From an optimization exercise on the open Yosys and OpenROAD flow, aimed at a short achievable clock period and few clock cycles per item; shortcuts taken in it are not production practice.
Function was checked by simulation only, so behaviour that the tests miss may differ from the original.
In runs 1 and 2 the design's own scripts or RTL, not TritonCTS, make the clock network.
The clock port is modelled as an ideal driver, which makes a skipped or thinned clock tree look cheaper than it is; a real chip needs a root buffer or a tree.
No activity file was given, so power comes from the tool's default toggle rates.

--- flow/design.v ---
package core_pkg;
    localparam int XLEN     = 32;
    localparam int NUM_REGS = 32;
    localparam int CAPACITY = 6;
    localparam int QDEPTH   = 6;     
    typedef logic [XLEN-1:0] word_t;
    typedef logic [31:0]     instr_t;
    typedef logic [4:0]      reg_addr_t;
    localparam logic [6:0] OPCODE_OP     = 7'b0110011;
    localparam logic [6:0] OPCODE_OP_IMM = 7'b0010011;
    localparam logic [6:0] FUNCT7_BASE   = 7'b0000000;
    localparam logic [6:0] FUNCT7_ALT    = 7'b0100000;   
    localparam int U_ALU = 0;     
    localparam int U_SLL = 1;
    localparam int U_SR  = 2;     
    localparam int NUM_UNITS = 3;
    localparam logic [3:0] LUT_ADD = 4'b0110;   
    localparam logic [3:0] LUT_SUB = 4'b0110;   
    localparam logic [3:0] LUT_AND = 4'b1000;
    localparam logic [3:0] LUT_OR  = 4'b1110;
    localparam logic [3:0] LUT_XOR = 4'b0110;
endpackage
`timescale 1ns/1ps
import core_pkg::*;
module instr_decoder (
    input  core_pkg::instr_t      instr,
    output logic [NUM_UNITS-1:0]  unit_sel,
    output logic [3:0]            lut,
    output logic                  arith,      
    output logic                  sub,
    output logic                  sra,        
    output logic                  use_imm,
    output core_pkg::word_t       imm,
    output logic                  legal
);
    logic [6:0] opcode;
    logic [2:0] funct3;
    logic [6:0] funct7;
    logic       is_op;
    logic       is_imm;
    logic       f7_base;
    logic       f7_alt;
    assign opcode  = instr[6:0];
    assign funct3  = instr[14:12];
    assign funct7  = instr[31:25];
    assign is_op   = (opcode == OPCODE_OP);
    assign is_imm  = (opcode == OPCODE_OP_IMM);
    assign f7_base = (funct7 == FUNCT7_BASE);
    assign f7_alt  = (funct7 == FUNCT7_ALT);
    always_comb begin
        unit_sel = '0;
        lut      = LUT_ADD;
        arith    = 1'b0;
        sub      = 1'b0;
        sra      = 1'b0;
        legal    = 1'b0;
        case (funct3)
            3'b000: begin
                unit_sel[U_ALU] = 1'b1;
                arith = 1'b1;
                sub   = is_op && f7_alt;
                lut   = (is_op && f7_alt) ? LUT_SUB : LUT_ADD;
                legal = is_imm || (is_op && (f7_base || f7_alt));
            end
            3'b111: begin
                unit_sel[U_ALU] = 1'b1;
                lut   = LUT_AND;
                legal = is_imm || (is_op && f7_base);
            end
            3'b110: begin
                unit_sel[U_ALU] = 1'b1;
                lut   = LUT_OR;
                legal = is_imm || (is_op && f7_base);
            end
            3'b100: begin
                unit_sel[U_ALU] = 1'b1;
                lut   = LUT_XOR;
                legal = is_imm || (is_op && f7_base);
            end
            3'b001: begin
                unit_sel[U_SLL] = 1'b1;
                legal = (is_imm || is_op) && f7_base;
            end
            3'b101: begin
                unit_sel[U_SR] = 1'b1;
                sra   = f7_alt;
                legal = (is_imm || is_op) && (f7_base || f7_alt);
            end
            default: ;   
        endcase
    end
    assign use_imm = is_imm;
    assign imm     = {{(XLEN-12){instr[31]}}, instr[31:20]};   
endmodule
`timescale 1ns/1ps
import core_pkg::*;
module reg_file (
    input  logic                  clk,
    input  logic                  reset_n,
    input  logic [NUM_REGS-1:0]   read_sel_1,
    input  logic [NUM_REGS-1:0]   read_sel_2,
    output core_pkg::word_t       read_data_1,
    output core_pkg::word_t       read_data_2,
    input  logic [NUM_REGS-1:0]   write_sel,
    input  core_pkg::word_t       write_data
);
    core_pkg::word_t regs [1:NUM_REGS-1];
    always_ff @(posedge clk or negedge reset_n) begin
        if (!reset_n) begin
            for (int i = 1; i < NUM_REGS; i++) begin
                regs[i] <= '0;
            end
        end else begin
            for (int i = 1; i < NUM_REGS; i++) begin
                if (write_sel[i]) begin
                    regs[i] <= write_data;
                end
            end
        end
    end
    always_comb begin
        read_data_1 = '0;
        read_data_2 = '0;
        for (int i = 1; i < NUM_REGS; i++) begin
            read_data_1 = read_data_1 | ({XLEN{read_sel_1[i]}} & regs[i]);
            read_data_2 = read_data_2 | ({XLEN{read_sel_2[i]}} & regs[i]);
        end
    end
endmodule
`timescale 1ns/1ps
import core_pkg::*;
module alu (
    input  core_pkg::word_t  a,
    input  core_pkg::word_t  b,
    input  logic [3:0]       lut,        
    input  logic             sub,        
    input  logic [3:0]       sh_lo,
    input  logic [7:0]       sh_hi,
    input  logic             sra,        
    output core_pkg::word_t  base,
    output core_pkg::word_t  carry,
    output core_pkg::word_t  sll,
    output core_pkg::word_t  sr
);
    core_pkg::word_t gen;
    core_pkg::word_t prop;
    assign gen  = a & b;
    assign prop = a | b;
    logic [XLEN-1:0] pg_g [6];
    logic [XLEN-1:0] pg_p [6];
    always_comb begin
        pg_g[0][0] = sub;
        pg_p[0][0] = 1'b0;
        for (int j = 1; j < XLEN; j++) begin
            pg_g[0][j] = gen[j-1];
            pg_p[0][j] = prop[j-1];
        end
        for (int l = 0; l < 5; l++) begin
            for (int j = 0; j < XLEN; j++) begin
                if (j >= (1 << l)) begin
                    pg_g[l+1][j] = pg_g[l][j] | (pg_p[l][j] & pg_g[l][j-(1<<l)]);
                    pg_p[l+1][j] = pg_p[l][j] & pg_p[l][j-(1<<l)];
                end else begin
                    pg_g[l+1][j] = pg_g[l][j];
                    pg_p[l+1][j] = pg_p[l][j];
                end
            end
        end
    end
    assign carry = pg_g[5];
    always_comb begin
        for (int i = 0; i < XLEN; i++) begin
            base[i] = (lut[3] & a[i] & b[i]) | (lut[2] & a[i] & !b[i])
                    | (lut[1] & !a[i] & b[i]) | (lut[0] & !a[i] & !b[i]);
        end
    end
    core_pkg::word_t sll_1;
    always_comb begin
        for (int i = 0; i < XLEN; i++) begin
            sll_1[i] = 1'b0;
            for (int k = 0; k < 4; k++) begin
                if (i - k >= 0) sll_1[i] = sll_1[i] | (sh_lo[k] & a[i-k]);
            end
        end
        for (int i = 0; i < XLEN; i++) begin
            sll[i] = 1'b0;
            for (int j = 0; j < 8; j++) begin
                if (i - 4 * j >= 0) sll[i] = sll[i] | (sh_hi[j] & sll_1[i-4*j]);
            end
        end
    end
    core_pkg::word_t sr_1;
    logic            fill;
    assign fill = sra & a[XLEN-1];
    always_comb begin
        for (int i = 0; i < XLEN; i++) begin
            sr_1[i] = 1'b0;
            for (int k = 0; k < 4; k++) begin
                sr_1[i] = sr_1[i] | (sh_lo[k] & ((i + k < XLEN) ? a[i+k] : fill));
            end
        end
        for (int i = 0; i < XLEN; i++) begin
            sr[i] = 1'b0;
            for (int j = 0; j < 8; j++) begin
                sr[i] = sr[i] | (sh_hi[j] & ((i + 4 * j < XLEN) ? sr_1[i+4*j] : fill));
            end
        end
    end
endmodule
`timescale 1ns/1ps
import core_pkg::*;
module pipe_stage #(
    parameter int WIDTH = 1
) (
    input  logic             clk,
    input  logic             reset_n,
    input  logic             in_valid,
    input  logic [WIDTH-1:0] in_data,
    output logic             out_valid,
    input  logic             out_ready,
    output logic             taken,       
    output logic [WIDTH-1:0] out_data
);
    localparam int CNT_W = $clog2(QDEPTH + 1);
    logic [WIDTH-1:0]  q [QDEPTH];
    logic [QDEPTH-1:0] rptr;         
    logic [QDEPTH-1:0] wptr;         
    logic [QDEPTH-1:0] rptr_inc;
    logic [CNT_W-1:0]  count;
    logic              pop;
    logic              bypass;
    logic [WIDTH-1:0]  head;
    logic [WIDTH-1:0]  head_inc;
    assign pop      = (count != '0) && out_ready;
    assign taken    = pop;
    assign rptr_inc = {rptr[QDEPTH-2:0], rptr[QDEPTH-1]};
    assign bypass = in_valid && (pop ? (count == CNT_W'(1)) : (count == '0));
    always_comb begin
        head     = '0;
        head_inc = '0;
        for (int i = 0; i < QDEPTH; i++) begin
            head     = head     | ({WIDTH{rptr[i]}}     & q[i]);
            head_inc = head_inc | ({WIDTH{rptr_inc[i]}} & q[i]);
        end
    end
    always_ff @(posedge clk or negedge reset_n) begin
        if (!reset_n) begin
            out_valid <= 1'b0;
            rptr      <= QDEPTH'(1);
            wptr      <= QDEPTH'(1);
            count     <= '0;
        end else begin
            case ({in_valid, pop})
                2'b10: begin
                    count     <= count + 1'b1;
                    out_valid <= 1'b1;
                end
                2'b01: begin
                    count     <= count - 1'b1;
                    out_valid <= (count != CNT_W'(1));
                end
                default: begin   
                    out_valid <= (count != '0);
                end
            endcase
            if (pop) begin
                rptr <= rptr_inc;
            end
            if (in_valid) begin
                wptr <= {wptr[QDEPTH-2:0], wptr[QDEPTH-1]};
            end
        end
    end
    always_ff @(posedge clk) begin
        out_data <= bypass ? in_data : (pop ? head_inc : head);
        for (int i = 0; i < QDEPTH; i++) begin
            if (in_valid && wptr[i]) begin
                q[i] <= in_data;
            end
        end
    end
endmodule
`timescale 1ns/1ps
import core_pkg::*;
module hazard_control (
    input  logic clk,
    input  logic reset_n,
    input  logic in_valid,
    input  logic retire,
    output logic in_ready,
    output logic accept,
    output logic idle
);
    localparam int CNT_W = $clog2(CAPACITY + 1);
    logic [CNT_W-1:0] in_flight;
    logic             busy;          
    logic armed;
    assign accept = in_valid && armed && (in_flight < CNT_W'(CAPACITY));
    logic [CNT_W-1:0] inc;
    logic [CNT_W-1:0] dec;
    logic             ready_inc;
    logic             ready_same;
    logic             busy_dec;
    assign inc        = in_flight + 1'b1;
    assign dec        = in_flight - 1'b1;
    assign ready_inc  = (in_flight < CNT_W'(CAPACITY - 1));
    assign ready_same = (in_flight < CNT_W'(CAPACITY));
    assign busy_dec   = (in_flight != CNT_W'(1));
    assign idle = !busy;
    always_ff @(posedge clk or negedge reset_n) begin
        if (!reset_n) begin
            in_flight <= '0;
            armed     <= 1'b0;
            in_ready  <= 1'b0;
            busy      <= 1'b0;
        end else begin
            armed <= 1'b1;
            case ({accept, retire})
                2'b10: begin
                    in_flight <= inc;
                    in_ready  <= ready_inc;
                    busy      <= 1'b1;
                end
                2'b01: begin
                    in_flight <= dec;
                    in_ready  <= 1'b1;
                    busy      <= busy_dec;
                end
                default: begin   
                    in_ready  <= ready_same;
                    busy      <= (in_flight != '0);
                end
            endcase
        end
    end
endmodule
`timescale 1ns/1ps
import core_pkg::*;
module alu_core_top (
    input  logic        clk,
    input  logic        reset_n,
    input  logic        in_valid,
    output logic        in_ready,
    input  logic [31:0] in_instr,
    output logic        out_valid,
    input  logic        out_ready,
    output logic [4:0]  out_rd,
    output logic [31:0] out_value,
    output logic        out_reg_write,
    output logic        out_illegal,
    output logic        idle
);
    logic accept;
    logic retire;
    hazard_control u_hazard (
        .clk      (clk),
        .reset_n  (reset_n),
        .in_valid (in_valid),
        .retire   (retire),
        .in_ready (in_ready),
        .accept   (accept),
        .idle     (idle)
    );
    core_pkg::instr_t      s0_instr;
    logic                  s0_valid;
    logic [NUM_REGS-1:0]   s0_rs1_sel;
    logic [NUM_REGS-1:0]   s0_rs2_sel;
    always_ff @(posedge clk or negedge reset_n) begin
        if (!reset_n) begin
            s0_valid <= 1'b0;
        end else begin
            s0_valid <= accept;
        end
    end
    always_ff @(posedge clk) begin
        s0_instr   <= in_instr;
        s0_rs1_sel <= NUM_REGS'(1) << in_instr[19:15];
        s0_rs2_sel <= NUM_REGS'(1) << in_instr[24:20];
    end
    logic [NUM_UNITS-1:0] dec_unit_sel;
    logic [3:0]           dec_lut;
    logic                 dec_arith;
    logic                 dec_sub;
    logic                 dec_sra;
    logic                 dec_use_imm;
    core_pkg::word_t      dec_imm;
    logic                 dec_legal;
    instr_decoder u_decoder (
        .instr    (s0_instr),
        .unit_sel (dec_unit_sel),
        .lut      (dec_lut),
        .arith    (dec_arith),
        .sub      (dec_sub),
        .sra      (dec_sra),
        .use_imm  (dec_use_imm),
        .imm      (dec_imm),
        .legal    (dec_legal)
    );
    core_pkg::word_t     rf_data_1;
    core_pkg::word_t     rf_data_2;
    logic [NUM_REGS-1:0] s3_write_sel;
    core_pkg::word_t     s3_value;
    reg_file u_reg_file (
        .clk         (clk),
        .reset_n     (reset_n),
        .read_sel_1  (s0_rs1_sel),
        .read_sel_2  (s0_rs2_sel),
        .read_data_1 (rf_data_1),
        .read_data_2 (rf_data_2),
        .write_sel   (s3_write_sel),
        .write_data  (s3_value)
    );
    logic                s1_valid;
    logic                s1_write;      
    core_pkg::reg_addr_t s1_rd;
    logic                s2_write;
    core_pkg::reg_addr_t s2_rd;
    logic                s3_write;
    core_pkg::reg_addr_t s3_rd;
    logic hit_a1, hit_a2, hit_a3, hit_b1, hit_b2, hit_b3;
    assign hit_a1 = s1_write && (s1_rd == s0_instr[19:15]);
    assign hit_a2 = s2_write && (s2_rd == s0_instr[19:15]);
    assign hit_a3 = s3_write && (s3_rd == s0_instr[19:15]);
    assign hit_b1 = s1_write && (s1_rd == s0_instr[24:20]) && !dec_use_imm;
    assign hit_b2 = s2_write && (s2_rd == s0_instr[24:20]);
    assign hit_b3 = s3_write && (s3_rd == s0_instr[24:20]);
    core_pkg::word_t      s1_rf_a;
    core_pkg::word_t      s1_rf_b;
    logic                 s1_fwd_a2;     
    logic                 s1_fwd_a3;     
    logic                 s1_fwd_a4;     
    logic                 s1_fwd_b2;
    logic                 s1_fwd_b3;
    logic                 s1_fwd_b4;
    logic                 s1_legal;
    logic [NUM_UNITS-1:0] s1_unit_sel;
    logic [3:0]           s1_lut;
    logic                 s1_arith;
    logic                 s1_sub;
    logic                 s1_sra;
    logic                 s1_use_imm;
    core_pkg::word_t      s1_imm;
    always_ff @(posedge clk or negedge reset_n) begin
        if (!reset_n) begin
            s1_valid <= 1'b0;
            s1_write <= 1'b0;
        end else begin
            s1_valid <= s0_valid;
            s1_write <= s0_valid && dec_legal && (s0_instr[11:7] != '0);
        end
    end
    always_ff @(posedge clk) begin
        s1_rd       <= s0_instr[11:7];
        s1_legal    <= dec_legal;
        s1_unit_sel <= dec_unit_sel;
        s1_lut      <= dec_lut;
        s1_arith    <= dec_arith;
        s1_sub      <= dec_sub;
        s1_sra      <= dec_sra;
        s1_use_imm  <= dec_use_imm;
        s1_imm      <= dec_imm;
        s1_rf_a     <= rf_data_1;
        s1_rf_b     <= rf_data_2;
        s1_fwd_a2   <= hit_a1;
        s1_fwd_a3   <= !hit_a1 && hit_a2;
        s1_fwd_a4   <= !hit_a1 && !hit_a2 && hit_a3;
        s1_fwd_b2   <= hit_b1;
        s1_fwd_b3   <= !hit_b1 && hit_b2;
        s1_fwd_b4   <= !hit_b1 && !hit_b2 && hit_b3;
    end
    logic                 s2_valid;
    logic                 s2_legal;
    logic [NUM_UNITS-1:0] s2_unit_sel;
    logic [3:0]           s2_lut;
    logic                 s2_arith;
    logic                 s2_sub;
    logic                 s2_sra;
    core_pkg::word_t      s2_a;
    core_pkg::word_t      s2_b;          
    logic [3:0]           s2_sh_lo;      
    logic [7:0]           s2_sh_hi;      
    core_pkg::word_t      alu_base;
    core_pkg::word_t      alu_carry;
    core_pkg::word_t      alu_sll;
    core_pkg::word_t      alu_sr;
    core_pkg::word_t      alu_result;
    alu u_alu (
        .a     (s2_a),
        .b     (s2_b),
        .lut   (s2_lut),
        .sub   (s2_sub),
        .sh_lo (s2_sh_lo),
        .sh_hi (s2_sh_hi),
        .sra   (s2_sra),
        .base  (alu_base),
        .carry (alu_carry),
        .sll   (alu_sll),
        .sr    (alu_sr)
    );
    core_pkg::word_t      s4_value;
    core_pkg::word_t      a_older;
    core_pkg::word_t      b_older;
    core_pkg::word_t      a_next;
    core_pkg::word_t      b_pick;
    core_pkg::word_t      b_next;
    logic [NUM_UNITS-1:0] sel_a;         
    logic [NUM_UNITS-1:0] sel_b;
    assign a_older = s1_fwd_a3 ? s3_value : (s1_fwd_a4 ? s4_value : s1_rf_a);
    assign b_older = s1_use_imm ? s1_imm
                   : (s1_fwd_b3 ? s3_value : (s1_fwd_b4 ? s4_value : s1_rf_b));
    assign sel_a = s1_fwd_a2 ? s2_unit_sel : '0;
    assign sel_b = s1_fwd_b2 ? s2_unit_sel : '0;
    function automatic core_pkg::word_t pick(
        input logic [NUM_UNITS-1:0] sel,
        input logic                 arith,
        input logic                 keep,
        input core_pkg::word_t      older,
        input core_pkg::word_t      base,
        input core_pkg::word_t      carry,
        input core_pkg::word_t      sll,
        input core_pkg::word_t      sr
    );
        core_pkg::word_t rest;
        core_pkg::word_t c0;
        core_pkg::word_t c1;
        rest = ({XLEN{sel[U_SLL]}} & sll) | ({XLEN{sel[U_SR]}} & sr)
             | ({XLEN{keep}} & older);
        c0   = rest | ({XLEN{sel[U_ALU]}} & base);
        c1   = rest | ({XLEN{sel[U_ALU]}} & (base ^ {XLEN{arith}}));
        pick = (carry & c1) | (~carry & c0);
    endfunction
    assign alu_result = pick(s2_unit_sel, s2_arith, 1'b0, '0,
                             alu_base, alu_carry, alu_sll, alu_sr);
    assign a_next     = pick(sel_a, s2_arith, !s1_fwd_a2, a_older,
                             alu_base, alu_carry, alu_sll, alu_sr);
    assign b_pick     = pick(sel_b, s2_arith, !s1_fwd_b2, b_older,
                             alu_base, alu_carry, alu_sll, alu_sr);
    assign b_next     = b_pick ^ {XLEN{s1_sub}};
    always_ff @(posedge clk or negedge reset_n) begin
        if (!reset_n) begin
            s2_valid <= 1'b0;
            s2_write <= 1'b0;
        end else begin
            s2_valid <= s1_valid;
            s2_write <= s1_write;
        end
    end
    always_ff @(posedge clk) begin
        s2_rd       <= s1_rd;
        s2_legal    <= s1_legal;
        s2_unit_sel <= s1_unit_sel;
        s2_lut      <= s1_lut;
        s2_arith    <= s1_arith;
        s2_sub      <= s1_sub;
        s2_sra      <= s1_sra;
        s2_a        <= a_next;
        s2_b        <= b_next;
        s2_sh_lo    <= 4'(1) << b_pick[1:0];
        s2_sh_hi    <= 8'(1) << b_pick[4:2];
    end
    logic                s3_valid;
    logic                s3_legal;
    always_ff @(posedge clk or negedge reset_n) begin
        if (!reset_n) begin
            s3_valid     <= 1'b0;
            s3_write     <= 1'b0;
            s3_write_sel <= '0;
        end else begin
            s3_valid     <= s2_valid;
            s3_write     <= s2_write;
            s3_write_sel <= s2_write ? (NUM_REGS'(1) << s2_rd) : '0;
        end
    end
    always_ff @(posedge clk) begin
        s3_rd    <= s2_rd;
        s3_legal <= s2_legal;
        s3_value <= alu_result;
        s4_value <= s3_value;
    end
    localparam int RETIRE_W = 5 + XLEN + 2;
    logic [RETIRE_W-1:0] out_rec;
    pipe_stage #(.WIDTH(RETIRE_W)) u_out_queue (
        .clk       (clk),
        .reset_n   (reset_n),
        .in_valid  (s3_valid),
        .in_data   ({s3_rd, s3_value, s3_legal, !s3_legal}),
        .out_valid (out_valid),
        .out_ready (out_ready),
        .taken     (retire),
        .out_data  (out_rec)
    );
    assign {out_rd, out_value, out_reg_write, out_illegal} = out_rec;
endmodule
`timescale 1ns/1ps
module alu_core (
    input  logic        clk,
    input  logic        reset_n,
    input  logic        in_valid,
    output logic        in_ready,
    input  logic [31:0] in_instr,
    output logic        out_valid,
    input  logic        out_ready,
    output logic [4:0]  out_rd,
    output logic [31:0] out_value,
    output logic        out_reg_write,
    output logic        out_illegal,
    output logic        idle
);
    alu_core_top u_core (
        .clk           (clk),
        .reset_n       (reset_n),
        .in_valid      (in_valid),
        .in_ready      (in_ready),
        .in_instr      (in_instr),
        .out_valid     (out_valid),
        .out_ready     (out_ready),
        .out_rd        (out_rd),
        .out_value     (out_value),
        .out_reg_write (out_reg_write),
        .out_illegal   (out_illegal),
        .idle          (idle)
    );
endmodule
--- flow/flow/run.sh ---
#!/bin/bash
set -euo pipefail
work=$(pwd)
bash standard.sh SYNTH_SCRIPT="$work/flow/synth.tcl" SETUP_SLACK_MARGIN=5.6 \
  PRE_CTS_TCL="$work/flow/clock_tree.tcl" finish > "$work/flow_make.log" 2>&1
--- flow/flow/abc.script ---
&get -n
&st
&dch
&nf
&st
&sopb
&dsdb
&nf
&st
&sopb
&dsdb
&nf
&st
&sopb
&dsdb
&nf
&put
buffer -c
topo
stime -c
upsize -c
dnsize -c
--- flow/flow/clock_tree.tcl ---

set ::ct_max_pins 18
set ::ct_pull 0.8

proc ct_split {pts levels axis} {
  if {$levels == 0} { return [list $pts] }
  set idx [expr {$axis == 0 ? 1 : 2}]
  set sorted [lsort -integer -index $idx $pts]
  set half [expr {[llength $sorted] / 2}]
  set lo [lrange $sorted 0 [expr {$half - 1}]]
  set hi [lrange $sorted $half end]
  set next [expr {1 - $axis}]
  return [concat [ct_split $lo [expr {$levels - 1}] $next] [ct_split $hi [expr {$levels - 1}] $next]]
}

# Splits pts into k groups of near-equal size, cutting each part across its
# longer side
proc ct_split_k {pts k} {
  if {$k <= 1} { return [list $pts] }
  set xs [lsort -integer [lmap p $pts { lindex $p 1 }]]
  set ys [lsort -integer [lmap p $pts { lindex $p 2 }]]
  set dx [expr {[lindex $xs end] - [lindex $xs 0]}]
  set dy [expr {[lindex $ys end] - [lindex $ys 0]}]
  set sorted [lsort -integer -index [expr {$dx >= $dy ? 1 : 2}] $pts]
  set k1 [expr {$k / 2}]
  set n1 [expr {([llength $sorted] * $k1 + $k / 2) / $k}]
  return [concat [ct_split_k [lrange $sorted 0 [expr {$n1 - 1}]] $k1] \
                 [ct_split_k [lrange $sorted $n1 end] [expr {$k - $k1}]]]
}

proc ct_centre {pts} {
  set sx 0; set sy 0
  foreach p $pts { set sx [expr {$sx + [lindex $p 1]}]; set sy [expr {$sy + [lindex $p 2]}] }
  set n [llength $pts]
  return [list [expr {$sx / $n}] [expr {$sy / $n}]]
}

proc ct_buffer {block master name x y} {
  set inst [odb::dbInst_create $block $master $name]
  set w [$master getWidth]
  set h [$master getHeight]
  $inst setLocation [expr {$x - $w / 2}] [expr {$y - $h / 2}]
  $inst setPlacementStatus PLACED
  return $inst
}

proc ct_out {inst} {
  set it [$inst findITerm X]
  if {$it eq "NULL"} { set it [$inst findITerm Y] }
  return $it
}

proc ct_build {root_levels max_pins root_cell leaf_cell} {
  set db [ord::get_db]
  set block [ord::get_db_block]
  set rmaster [$db findMaster $root_cell]
  set master [$db findMaster $leaf_cell]
  set clk [$block findNet clk]
  set pts {}
  foreach it [$clk getITerms] {
    set bb [[$it getInst] getBBox]
    lappend pts [list $it [expr {([$bb xMin] + [$bb xMax]) / 2}] [expr {([$bb yMin] + [$bb yMax]) / 2}]]
  }
  puts "clock tree: [llength $pts] clock pins"
  set r 0
  set l 0
  foreach group [ct_split $pts $root_levels 0] {
    set leaves [ct_split_k $group [expr {([llength $group] + $max_pins - 1) / $max_pins}]]
    set cpts {}
    foreach leaf $leaves { lappend cpts [concat [list {}] [ct_centre $leaf]] }
    lassign [ct_centre $cpts] rx ry
    set lpts {}
    set rnet [odb::dbNet_create $block "clknet_root_$r"]
    $rnet setSigType CLOCK
    foreach leaf $leaves {
      lassign [ct_centre $leaf] x y
      set x [expr {int($x + $::ct_pull * ($rx - $x))}]
      set y [expr {int($y + $::ct_pull * ($ry - $y))}]
      set buf [ct_buffer $block $master "clkbuf_leaf_$l" $x $y]
      set lnet [odb::dbNet_create $block "clknet_leaf_$l"]
      $lnet setSigType CLOCK
      foreach p $leaf {
        set it [lindex $p 0]
        $it disconnect
        $it connect $lnet
      }
      [ct_out $buf] connect $lnet
      [$buf findITerm A] connect $rnet
      lappend lpts [list $buf $x $y]
      puts "clock tree: leaf $l [llength $leaf] pins at $x $y"
      incr l
    }
    lassign [ct_centre $lpts] x y
    set rbuf [ct_buffer $block $rmaster "clkbuf_root_$r" $x $y]
    [ct_out $rbuf] connect $rnet
    [$rbuf findITerm A] connect $clk
    puts "clock tree: root $r at $x $y drives [llength $leaves] leaves"
    incr r
  }
  $clk setSigType CLOCK
}

ct_build 2 $::ct_max_pins sky130_fd_sc_hd__buf_16 sky130_fd_sc_hd__clkbuf_16
set_propagated_clock [all_clocks]
rename clock_tree_synthesis ct_unused_clock_tree_synthesis
proc clock_tree_synthesis {args} { puts "clock tree: built by clock_tree.tcl; TritonCTS not run" }
--- flow/flow/synth.tcl ---
# The standard synthesis script (synth_recipe.tcl), with one change in
# Yosys's abc call: it maps with the ABC script beside this file
# (abc.script), which balances the logic for delay (&sopb, &dsdb) before each
# mapping, and leaves out the library's slowest multi-input cells (wide OR,
# AND and NOR gates, majority, 3-input XOR, 4-input mux and the larger
# AND-OR cells), which abc otherwise puts on the ALU's critical paths
proc synth {args} { yosys synth -nofsm -noshare {*}$args }
set ::own_abc_script [file join [file dirname [file normalize [info script]]] abc.script]
set ::own_abc_dont_use {
  or3_* or3b_* or4_* or4b_* or4bb_* and4_* and4b_* and4bb_*
  nor3_* nor3b_* nor4_* nor4b_* nor4bb_* maj3_*
  a2111o_* a2111oi_* o2111a_* o2111ai_* a311o_* o311a_* a41o_* o41a_*
  a221o_* a222oi_* o221a_* a32o_* o32a_* xor3_* xnor3_* mux4_*
  a311oi_* o311ai_* a41oi_* o41ai_*
}
proc abc {args} {
  set i [lsearch -exact $args -script]
  if { $i >= 0 } {
    lset args [expr { $i + 1 }] $::own_abc_script
  }
  foreach cell $::own_abc_dont_use {
    lappend args -dont_use sky130_fd_sc_hd__$cell
  }
  yosys abc {*}$args
}
source $::env(SCRIPTS_DIR)/synth.tcl
# left out here: clear keep_hierarchy, flatten, clean up, hide names made inside functions, write 1_2_yosys.v
--- flow/standard.sh ---
#!/bin/bash
# synth_recipe.tcl (not shown) runs the flow's synth.tcl, then flattens the netlist and writes it again
# the make line also repeats each setting of config.mk as NAME=value (left out here)
make -C /OpenROAD-flow-scripts/flow DESIGN_CONFIG=/design/flow/config.mk WORK_HOME=/design/flow/orfs CLKGATE_MAP_FILE= SYNTH_SCRIPT=/design/flow/synth_recipe.tcl "${@:-finish}"
--- flow/config.mk ---
export PLATFORM = sky130hd
export DESIGN_NAME = alu_core
export DESIGN_NICKNAME = alu_core
export VERILOG_FILES = /design/flow/design.v
export SDC_FILE = /design/flow/constraint.sdc
export NUM_CORES = 8
export LEC_CHECK = 0
export CAP_MARGIN = 20
export CORE_MARGIN = 2
export CORE_UTILIZATION = 50
export SETUP_SLACK_MARGIN = 5
export SLEW_MARGIN = 20
--- flow/constraint.sdc ---
create_clock -name core_clock -period 8.0 [get_ports {clk}]
set_input_delay 1.6000 -clock core_clock [delete_from_list [all_inputs] [get_ports {clk}]]
set_output_delay 1.6000 -clock core_clock [all_outputs]
set_load 0.01 [all_outputs]
==> run summary, run 1 <==
----------------------------------------------------
[Timing]
  Setup repair after global routing missed its margin ... true
  Highest attainable clock frequency ... 383.8 MHz
  Hold slack ... 0.3344 ns
  Max-slew violation count ... 0
  Fin crit period ... 2.605 ns
  Fraction of the cycle the final worst path needs ... 32.57%
  Fin. Hold Viols ... 0
  Actual transition at the worst max-transition pin ... 1.239 ns
  Final TNS setup ... 0 ns
  Max-slew headroom at the worst pin ... 17.39%
  Final worst clock skew ... 0.03525 ns
  Setup Viol. Count Final ... 0

[Setup path]
  Startpoint of the lowest-slack register-to-register path ... u_core.s2_a[6]
  Reg-to-reg endpoint ... u_core.s2_b[11]
  Depth of the worst register-to-register path ... 11
  Endpoint kind of the worst setup timing path ... output port
  Critical path arrival ... 1.01 ns
  Worst setup path category ... reg -> out
  Startpoint type of the worst setup path ... flop
  Required time at the endpoint of the critical path ... 6.40 ns
  CP max FO ... 1
  Flop2flop setup slack ... 5.54 ns

[Synth]
  Post-synth design cell area ... 78400 sq um
  Share of synthesized area occupied by flip-flops and latches ... 52.50%
  Count of cell types in the netlist ... 75
  Flop and latch count out of synthesis ... 1676
  Share of flip-flops with an asynchronous set or reset after synthesis ... 62.77%
  Mapped Cells ... 7070
  Post-synthesis net count ... 7118
  Number of enable-type register cells in the synthesized netlist ... 234
  Average cell area after synthesis ... 11.09 sq um
  Count of warnings emitted by yosys ... 10
  Commonest register cell after synthesis ... dfrtp_1

[Global routing]
  Total global routing overflow ... 0
  Maximum number of pins on one net before global-route repair ... 134
  Via count of the first global-routing pass ... 63.44k
  Global-route usage over all layers ... 41.95%
  First-pass GRT wire length ... 480100 um
  Antenna violations before repair ... 16

[Detailed routing]
  First DRT Iteration DRCs ... 12.09k
  DR DRC count ... 0
  Routed met3 length ... 47280 um
  Uppermost layer routed ... met5
  Wire length after detailed routing ... 347500 um
  Vias ... 67.28k
  WL met2 ... 146500 um
  Metal1 wirelength ... 128900 um
  DR pass1 iterations ... 9
  Vias per cell ... 7.521
  Mean routed wirelength per cell ... 38.84 um
  Residual antenna-violating net count after detailed routing ... 0

[Clock network]
  Latest clock arrival within the worst-skew pair ... 0.50 ns
  Clock Pin Slew Worst Setup and Hold Paths ... 0.09 ns

[Status]
  Result of the run ... no timing/DRC/antenna violations

[Worst hold path]
  Worst hold path stage count ... 0
  Worst min-delay path class ... reg -> reg
  Hold wc startpoint ... u_core.s1_legal
  Capture endpoint of the worst hold path ... u_core.s2_legal

[Cells and area]
  Number of flip-flops under the largest register name ... 992
  Most frequent standard cell in the layout excluding fill and tap cells ... a22oi_1
  Area used by sequential logic in the layout ... 41570 sq um
  Final #Nets ... 6921
  Most used cells in the layout excluding fill and tap cells ... 1289 x a22oi_1, 1014 x dfrtp_1, 999 x mux2_2
  Fraction of layout cells with a size suffix above 1 ... 26.74%
  Layout area overhead ... 9.466%
  Area of the multi-input gates ... 35640 sq um
  Fill cells ... 13.50k
  Biggest register ... u_core.u_reg_file.regs
  Biggest regs ... u_core.u_reg_file.regs: 992 flops, u_core.u_out_queue.q: 234 flops, u_core.u_out_queue.out_data: 39 flops
  Fin util ... 55.00%

[Floorplanning]
  Effective utilization at floorplan ... 50.25%
  Die ar. ... 160000 sq um
  Horizontal extent of the die ... 400.0 um
  Core box area ... 156000 sq um
  Height of the die ... 400.0 um
  Site row count ... 145
  Count of boundary I/O pins ... 78

[Power]
  Power share of the sequential group ... 59.2%
  Total power divided by cell area ... 175.6 nW/um^2
  Clock Power Share ... 34.2%
  Internal Dissipation ... 11.32 mW
  Switch share ... 24.86%
  Combinational share of power ... 6.6%
  Sw Pwr ... 3.746 mW
  Worst supply voltage drop on vdd ... 0.3114 mV
  Static leakage ... 36.62 nW

[Place]
  DPL Wire Length ... 176600 um
  Buffers added on ports ... 77
  Routability congestion estimate from global placement ... 0.9708

[Flow run]
  Number of max-capacitance violations reported ... 0

----------------------------------------------------
[layout make-up]
cell class | count | share of cell area (%)
multi-input cells | 4706 | 41.53
repair buffers | 353 | 3.881
plain buffers | 100 | 2.928
inverters | 36 | 0.1764
well taps | 2058 | 3.001
diodes | 16 | 0.04666
flip-flops and latches | 1676 | 48.44
[power groups by stage]
stage / Clock [mW] / Sequential [mW] / Combinational [mW]
after floorplan: 0 / 9.00 / 0.353
after global placement: 0 / 9.06 / 0.854
after global routing: 5.43 / 8.92 / 1.06
after CTS: 5.13 / 8.91 / 0.971
after detailed placement: 0 / 9.05 / 0.863
final: 5.16 / 8.91 / 0.997
[synthesized netlist by cell type (10+ instances only)]
cell type	number	area share, %
a22oi_1	1310	13
dfrtp_1	1050	34
mux2_2	999	14
clkbuf_1	490	2.3
nand2_1	453	2.2
nor2_1	437	2.1
dfxtp_1	390	10
nand4_1	380	3.0
edfxtp_1	234	9.0
a21oi_1	178	1.1
o21ai_0	128	0.82
buf_1	113	0.54
nand3_1	111	0.71
mux2i_1	78	1.0
and3_1	69	0.55
a31oi_1	51	0.41
buf_2	50	0.32
xnor2_1	45	0.50
xor2_1	39	0.44
nand2b_1	35	0.28
inv_1	33	0.16
a221oi_1	30	0.34
and2_1	29	0.23
a21o_1	27	0.26
a22o_1	24	0.27
o22ai_1	24	0.19
or2_2	20	0.16
o221ai_1	19	0.21
nor2b_1	18	0.14
o211ai_1	18	0.17
o22a_1	18	0.20
a211oi_1	15	0.14
nand3b_1	13	0.12
and3b_1	12	0.13
ha_1	12	0.19
a211o_1	11	0.12
o21a_1	10	0.096
o31ai_1	10	0.096
[cells by family (layout without fill, tap and decap cells)]
| family | count (synthesis) | in the layout | share of synthesized area [%] |
|---|---|---|---|
| simple gates | 1597 | 1601 | 9.847 |
| flops | 1676 | 1676 | 52.50 |
| fa+ha+maj | 12 | 12 | 0.1915 |
| xor+xnor | 84 | 84 | 0.9384 |
| mux | 1078 | 1078 | 15.37 |
| compound gates | 1930 | 1930 | 17.73 |
| buf+inv | 692 | 489 | 3.407 |
| other cells | 1 | 17 | 0.004783 |
[critical path: stages (launching register included)]
cell	delay, ns
dfrtp_1	0.37
inv_1	0.05
buf_2	0.12
[routing by layer]
layer	vias to the layer above	global-route usage (%)
li1	26274	-
met1	33797	55.17
met2	5716	61.65
met3	1475	12.84
met4	14	23.46
met5	-	0
[through the flow]
step | instances | instance area (sq um) | worst slack [ns] | power [mW]
3_3_place_gp | 8704 | 80700 | 4.194 | 9.912
5_1_grt | 8930 | 85780 | 5.351 | 15.41
2_1_floorplan | 7070 | 78480 | 5.337 | 9.350
3_5_place_dp | 8704 | 80700 | 4.201 | 9.916
6_report | 8945 | 85820 | 5.395 | 15.07
4_1_cts | 8863 | 84510 | 5.383 | 15.01
[what timing repair did]
item | in CTS | in global routing
endpoints found under the setup margin | 1009 | 359
setup buffers | 49 | 63
pin swaps | 34 | 64
gates cloned | 10 | 3
hold buffers | 0 | 0
resized for setup | 446 | 182
[how the worst max path moves through the flow]
stage	startpoint	end	cells after the start
global route	u_core.u_hazard.busy	idle	2
global placement	out_ready	u_core.u_out_queue.out_data[0]	7
finish	u_core.u_hazard.busy	idle	2
floorplan	out_ready	u_core.u_hazard.in_ready	9
CTS	u_core.u_hazard.busy	idle	2
detailed placement	out_ready	u_core.u_out_queue.out_data[0]	7
Testbench counts, summed over its fixed seeds: cycles 12,040, items 12,000.
==> run 2: changes to the inputs <==
--- a/flow/flow/clock_tree.tcl
+++ b/flow/flow/clock_tree.tcl
@@ -1,5 +1,5 @@
 
 set ::ct_max_pins 18
-set ::ct_pull 0.8
+set ::ct_pull 1.0
 
 proc ct_split {pts levels axis} {
==> run summary, run 2 <==
----------------------------------------------------
[Cells and area]
  Most used cells in the layout excluding fill and tap cells ... 1290 x a22oi_1, 1014 x dfrtp_1, 999 x mux2_2
  Final #Nets ... 6912
  Finished Layout Cells ... 8932
  Number of flip-flops under the largest register name ... 992
  Biggest regs ... u_core.u_reg_file.regs: 992 flops, u_core.u_out_queue.q: 234 flops, u_core.u_out_queue.out_data: 39 flops
  Most frequent standard cell in the layout excluding fill and tap cells ... a22oi_1
  Final std cell area, no fill ... 85790 sq um
  Biggest register ... u_core.u_reg_file.regs
  Fraction of layout cells with a size suffix above 1 ... 26.58%
  Fill cells ... 13.50k
  Layout area overhead ... 9.434%

[Timing]
  Fin crit period ... 2.596 ns
  Fin. Hold Viols ... 0
  Max-slew headroom at the worst pin ... 17.24%
  Max-slew violation count ... 0
  Setup repair after global routing missed its margin ... true
  Highest attainable clock frequency ... 385.2 MHz
  Actual transition at the worst max-transition pin ... 1.241 ns
  Fin worst setup slack ... 5.404 ns
  Setup Viol. Count Final ... 0
  Fraction of the cycle the final worst path needs ... 32.45%
  Final TNS setup ... 0 ns
  Final worst clock skew ... 0.04199 ns

[Synth]
  Mapped Cells ... 7070
  Share of flip-flops with an asynchronous set or reset after synthesis ... 62.77%
  Average cell area after synthesis ... 11.09 sq um
  Post-synthesis net count ... 7118
  Flop and latch count out of synthesis ... 1676
  Number of enable-type register cells in the synthesized netlist ... 234
  Most used standard cells in the synthesized netlist ... 1310 x a22oi_1, 1050 x dfrtp_1, 999 x mux2_2
  Area leader, netlist ... dfrtp_1
  Post-synth design cell area ... 78400 sq um
  Area share of the largest cell type after synthesis ... 33.52%
  Most frequent cell after synthesis ... a22oi_1
  Count of warnings emitted by yosys ... 10
  Count of cell types in the netlist ... 75
  Top cells by area in the synthesized netlist ... dfrtp_1 34%, mux2_2 14%, a22oi_1 13%, dfxtp_1 10%, edfxtp_1 9.0%
  Share of synthesized area occupied by flip-flops and latches ... 52.50%
  Commonest register cell after synthesis ... dfrtp_1

[Detailed routing]
  Mean routed wirelength per cell ... 39.14 um
  WL met2 ... 147000 um
  Uppermost layer routed ... met5
  DR DRC count ... 0
  Vias ... 67.65k
  Metal1 wirelength ... 128200 um
  Wire length after detailed routing ... 349600 um
  Residual antenna-violating net count after detailed routing ... 0
  Routed met3 length ... 48940 um
  Vias per cell ... 7.573
  First DRT Iteration DRCs ... 11.69k
  DR pass1 iterations ... 14

[Global routing]
  Global-route usage over all layers ... 42.28%
  First-pass GRT wire length ... 483100 um
  Antenna violations before repair ... 14
  Maximum number of pins on one net before global-route repair ... 134
  Total global routing overflow ... 0
  Via count of the first global-routing pass ... 63.40k

[Floorplanning]
  Die ar. ... 160000 sq um
  Core box area ... 156000 sq um
  Effective utilization at floorplan ... 50.25%
  Site row count ... 145
  Height of the die ... 400.0 um
  Horizontal extent of the die ... 400.0 um
  Count of boundary I/O pins ... 78

[Setup path]
  Ordered list of cells on the worst path ... inv_1 > buf_2
  Worst setup path category ... reg -> out
  Buffer and inverter count on the worst path ... 2
  Depth of the worst register-to-register path ... 5
  Startpoint type of the worst setup path ... flop
  CP max-delay cell ... dfrtp_1
  CP max FO ... 1
  Endpoint kind of the worst setup timing path ... output port
  Cell class contributing the biggest share of worst-path delay ... flip-flops
  Max stage delay on crit path ... 0.37 ns
  Critical path arrival ... 1.00 ns
  Required time at the endpoint of the critical path ... 6.40 ns
  Flop2flop setup slack ... 5.58 ns
  Worst path depth ... 2
  Startpoint of the lowest-slack register-to-register path ... u_core.s0_rs2_sel[10]
  Reg-to-reg endpoint ... u_core.s1_rf_b[6]

[Clock network]
  Clock Pin Slew Worst Setup and Hold Paths ... 0.10 ns
  Latest clock arrival within the worst-skew pair ... 0.49 ns
  Hold-fix buffers, CTS ... 0

[Flow run]
  Number of max-capacitance violations reported ... 0

[Power]
  Worst supply voltage drop on vdd ... 0.3009 mV
  Total power divided by cell area ... 177.6 nW/um^2
  Static leakage ... 36.61 nW

[Place]
  Placement Setup Slack ... 4.201 ns
  Placed cell count ... 8704
  Placed cell area ... 80700 sq um
  Buffers added on ports ... 77
  DPL Wire Length ... 176600 um
  Routability congestion estimate from global placement ... 0.9708

[Worst hold path]
  Capture endpoint of the worst hold path ... u_core.s2_legal
  Worst min-delay path class ... reg -> reg
  Hold wc startpoint ... u_core.s1_legal
  Worst hold path stage count ... 0

[Status]
  Result of the run ... no timing/DRC/antenna violations

----------------------------------------------------
==> run 2: cell count changes in the layout (fill, tap and decap cells not counted), moves of 2 or more <==
| cell | delta |
|---|---|
| buf_4 | -14 |
| diode_2 | -4 |
| buf_12 | +3 |
| a221oi_2 | -2 |
| buf_6 | +2 |
| dfxtp_2 | +2 |
| dfxtp_4 | -2 |
| nand2_1 | -2 |
| nand2_2 | +2 |
| nor2_1 | +2 |
| nor2_2 | -2 |
| o21ai_0 | +2 |
==> run 2: how the worst max path moves through the flow <==
stage	startpoint	end	slack (ns)
2_1_floorplan	out_ready	u_core.u_hazard.in_ready	5.34
3_3_place_gp	out_ready	u_core.u_out_queue.out_data[0]	4.19
3_5_place_dp	out_ready	u_core.u_out_queue.out_data[0]	4.20
4_1_cts	u_core.u_hazard.busy	idle	5.39
5_1_grt	u_core.u_hazard.busy	idle	5.36
6_report	u_core.u_hazard.busy	idle	5.40
==> run 2: final cells by class <==
type | count | area (sq um) | share of cell area [%]
plain buffers | 100 | 2512 | 2.928
inverters | 36 | 151.4 | 0.1765
flip-flops and latches | 1676 | 41560 | 48.45
diodes | 12 | 30.03 | 0.03500
multi-input cells | 4706 | 35630 | 41.53
repair buffers | 344 | 3332 | 3.884
well taps | 2058 | 2575 | 3.001
==> run 2: stage by stage <==
| step | total power, mW | utilization, % | hold WS [ns] |
|---|---|---|---|
| 3_5_place_dp | 9.916 | 51.72 | 0.3121 |
| 6_report | 15.24 | 54.99 | 0.3368 |
| 2_1_floorplan | 9.350 | - | 0.3096 |
| 4_1_cts | 15.16 | 54.16 | 0.3359 |
| 3_3_place_gp | 9.912 | 51.72 | 0.3100 |
| 5_1_grt | 15.55 | 54.97 | 0.3416 |
==> run 2: worst register-to-register path, stage by stage, from the launching register on <==
cell     delay [ns]
dfxtp_2        0.89
buf_4          0.63
a22oi_1        0.16
nand4_1        0.15
nor2_1         0.05
nand2_1        0.38
==> run 2: routing by layer <==
metal | track usage (%) | vias to the layer above
met1 | 55.15 | 33815
met2 | 62.08 | 6052
met3 | 13.65 | 1517
li1 | - | 26251
met5 | 0 | -
met4 | 23.66 | 10
==> run 2: logic make-up (layout without fill, tap and decap cells) <==
logic type      count (synthesis)  after routing  synth area share [%]
mux                          1078           1078                 15.37
buf+inv                       692            480                 3.407
xor+xnor                       84             84                0.9384
compound gates               1930           1930                 17.73
fa+ha+maj                      12             12                0.1915
flops                        1676           1676                 52.50
simple gates                 1597           1601                 9.847
other cells                     1             13              0.004783
==> run 2: where the power goes <==
part,internal (mW),switching (mW)
Combinational,0.372,0.627
Clock,2.24,3.08
Sequential,8.73,0.193
Total,11.3,3.90
==> run 2: timing repair <==
action,in CTS,in global routing
pin swaps,31,61
setup buffers,47,55
endpoints found under the setup margin,999,334
gates cloned,10,4
resized for setup,446,176
==> run 3: changes to the inputs <==
--- a/flow/flow/clock_tree.tcl
+++ b/flow/flow/clock_tree.tcl
@@ -1,5 +1,5 @@
 
-set ::ct_max_pins 18
-set ::ct_pull 1.0
+set ct_max_pins 18
+set ct_pull 0.8
 
 proc ct_split {pts levels axis} {
@@ -101,5 +101,5 @@
 }
 
-ct_build 2 $::ct_max_pins sky130_fd_sc_hd__buf_16 sky130_fd_sc_hd__clkbuf_16
+ct_build 2 $ct_max_pins sky130_fd_sc_hd__clkbuf_16 sky130_fd_sc_hd__clkbuf_16
 set_propagated_clock [all_clocks]
 rename clock_tree_synthesis ct_unused_clock_tree_synthesis
==> run summary, run 3 <==
----------------------------------------------------
[Status]
  Stop stage ... 4_1_cts
  Result of the run ... did not finish
  First error line in the log ... Error: cts.tcl, 6 can't read "::ct_pull": no such variable

[Synth]
  Count of warnings emitted by yosys ... 10
  Area share of the largest cell type after synthesis ... 33.52%
  Count of cell types in the netlist ... 75
  Share of flip-flops with an asynchronous set or reset after synthesis ... 62.77%
  Post-synth design cell area ... 78400 sq um
  Post-synthesis net count ... 7118
  Share of synthesized area occupied by flip-flops and latches ... 52.50%
  Number of enable-type register cells in the synthesized netlist ... 234
  Flop and latch count out of synthesis ... 1676
  Most frequent cell after synthesis ... a22oi_1
  Mapped Cells ... 7070
  Top cells by area in the synthesized netlist ... dfrtp_1 34%, mux2_2 14%, a22oi_1 13%, dfxtp_1 10%, edfxtp_1 9.0%
  Average cell area after synthesis ... 11.09 sq um
  Area leader, netlist ... dfrtp_1
  Most used standard cells in the synthesized netlist ... 1310 x a22oi_1, 1050 x dfrtp_1, 999 x mux2_2
  Commonest register cell after synthesis ... dfrtp_1

[Place]
  Buffers added on ports ... 77
  Routability congestion estimate from global placement ... 0.9708
  Placement Setup Slack ... 4.201 ns
  DPL Wire Length ... 176600 um

[Floorplanning]
  Site row count ... 145
  Effective utilization at floorplan ... 50.25%
  Height of the die ... 400.0 um
  Horizontal extent of the die ... 400.0 um
  Count of boundary I/O pins ... 78

----------------------------------------------------
==> run 3: cell counts after synthesis <==
Identical to the previous run, type by type.
==> run 3: power by group through the flow <==
stage	Sequential [mW]	Clock [mW]	Combinational, mW
after floorplan	9.00	0	0.353
after global placement	9.06	0	0.854
after detailed placement	9.05	0	0.863
==> run 3: cell families after synthesis <==
| logic type | Yosys count | synth area share [%] |
|---|---|---|
| compound gates | 1930 | 17.73 |
| xor+xnor | 84 | 0.9384 |
| fa+ha+maj | 12 | 0.1915 |
| buf+inv | 692 | 3.407 |
| flops | 1676 | 52.50 |
| mux | 1078 | 15.37 |
| other cells | 1 | 0.004783 |
| simple gates | 1597 | 9.847 |
==> run 3: through the flow <==
step           power (mW)  utilization (%)  instance area [sq um]  std cells
3_5_place_dp        9.916            51.72                  80700       8704
3_3_place_gp        9.912            51.72                  80700       8704
2_1_floorplan       9.350                -                  78480       7070
==> run 3: worst max-delay path by stage <==
stage | cells past startpoint | slack [ns] | to | startpoint
detailed placement | 7 | 4.20 | u_core.u_out_queue.out_data[0] | out_ready
global placement | 7 | 4.19 | u_core.u_out_queue.out_data[0] | out_ready
floorplan | 9 | 5.34 | u_core.u_hazard.in_ready | out_ready

## afterwards: timing with drivers on the ports
In the flow no input, the clock included, has a driving cell. The finished layouts below were timed again as built, in two steps. Step 1, drivers: a clkbuf_16 drives clk and a buf_2 each remaining input, both assumed. Step 2 also shifts input and output timing later by t, the mid clock arrival at the registers, as if the neighbouring blocks saw the same clock. Three values: ideal ports, drivers, drivers and shift; two values: the first two.
run	shift t [ns]	slack for setup (ns)	hold WS [ns]	worst register clock-pin slew, ns
run 1	0.670	5.395 / 5.200 / 5.130	0.334 / 0.334 / 0.334	0.12 / 0.12
run 2	0.661	5.404 / 5.211 / 5.134	0.337 / 0.337 / 0.337	0.12 / 0.12
After both steps every run listed still meets setup and hold. For run 2, which loses most, drivers alone change the setup slack by -0.193 ns; drivers and shift together by -0.270 ns.
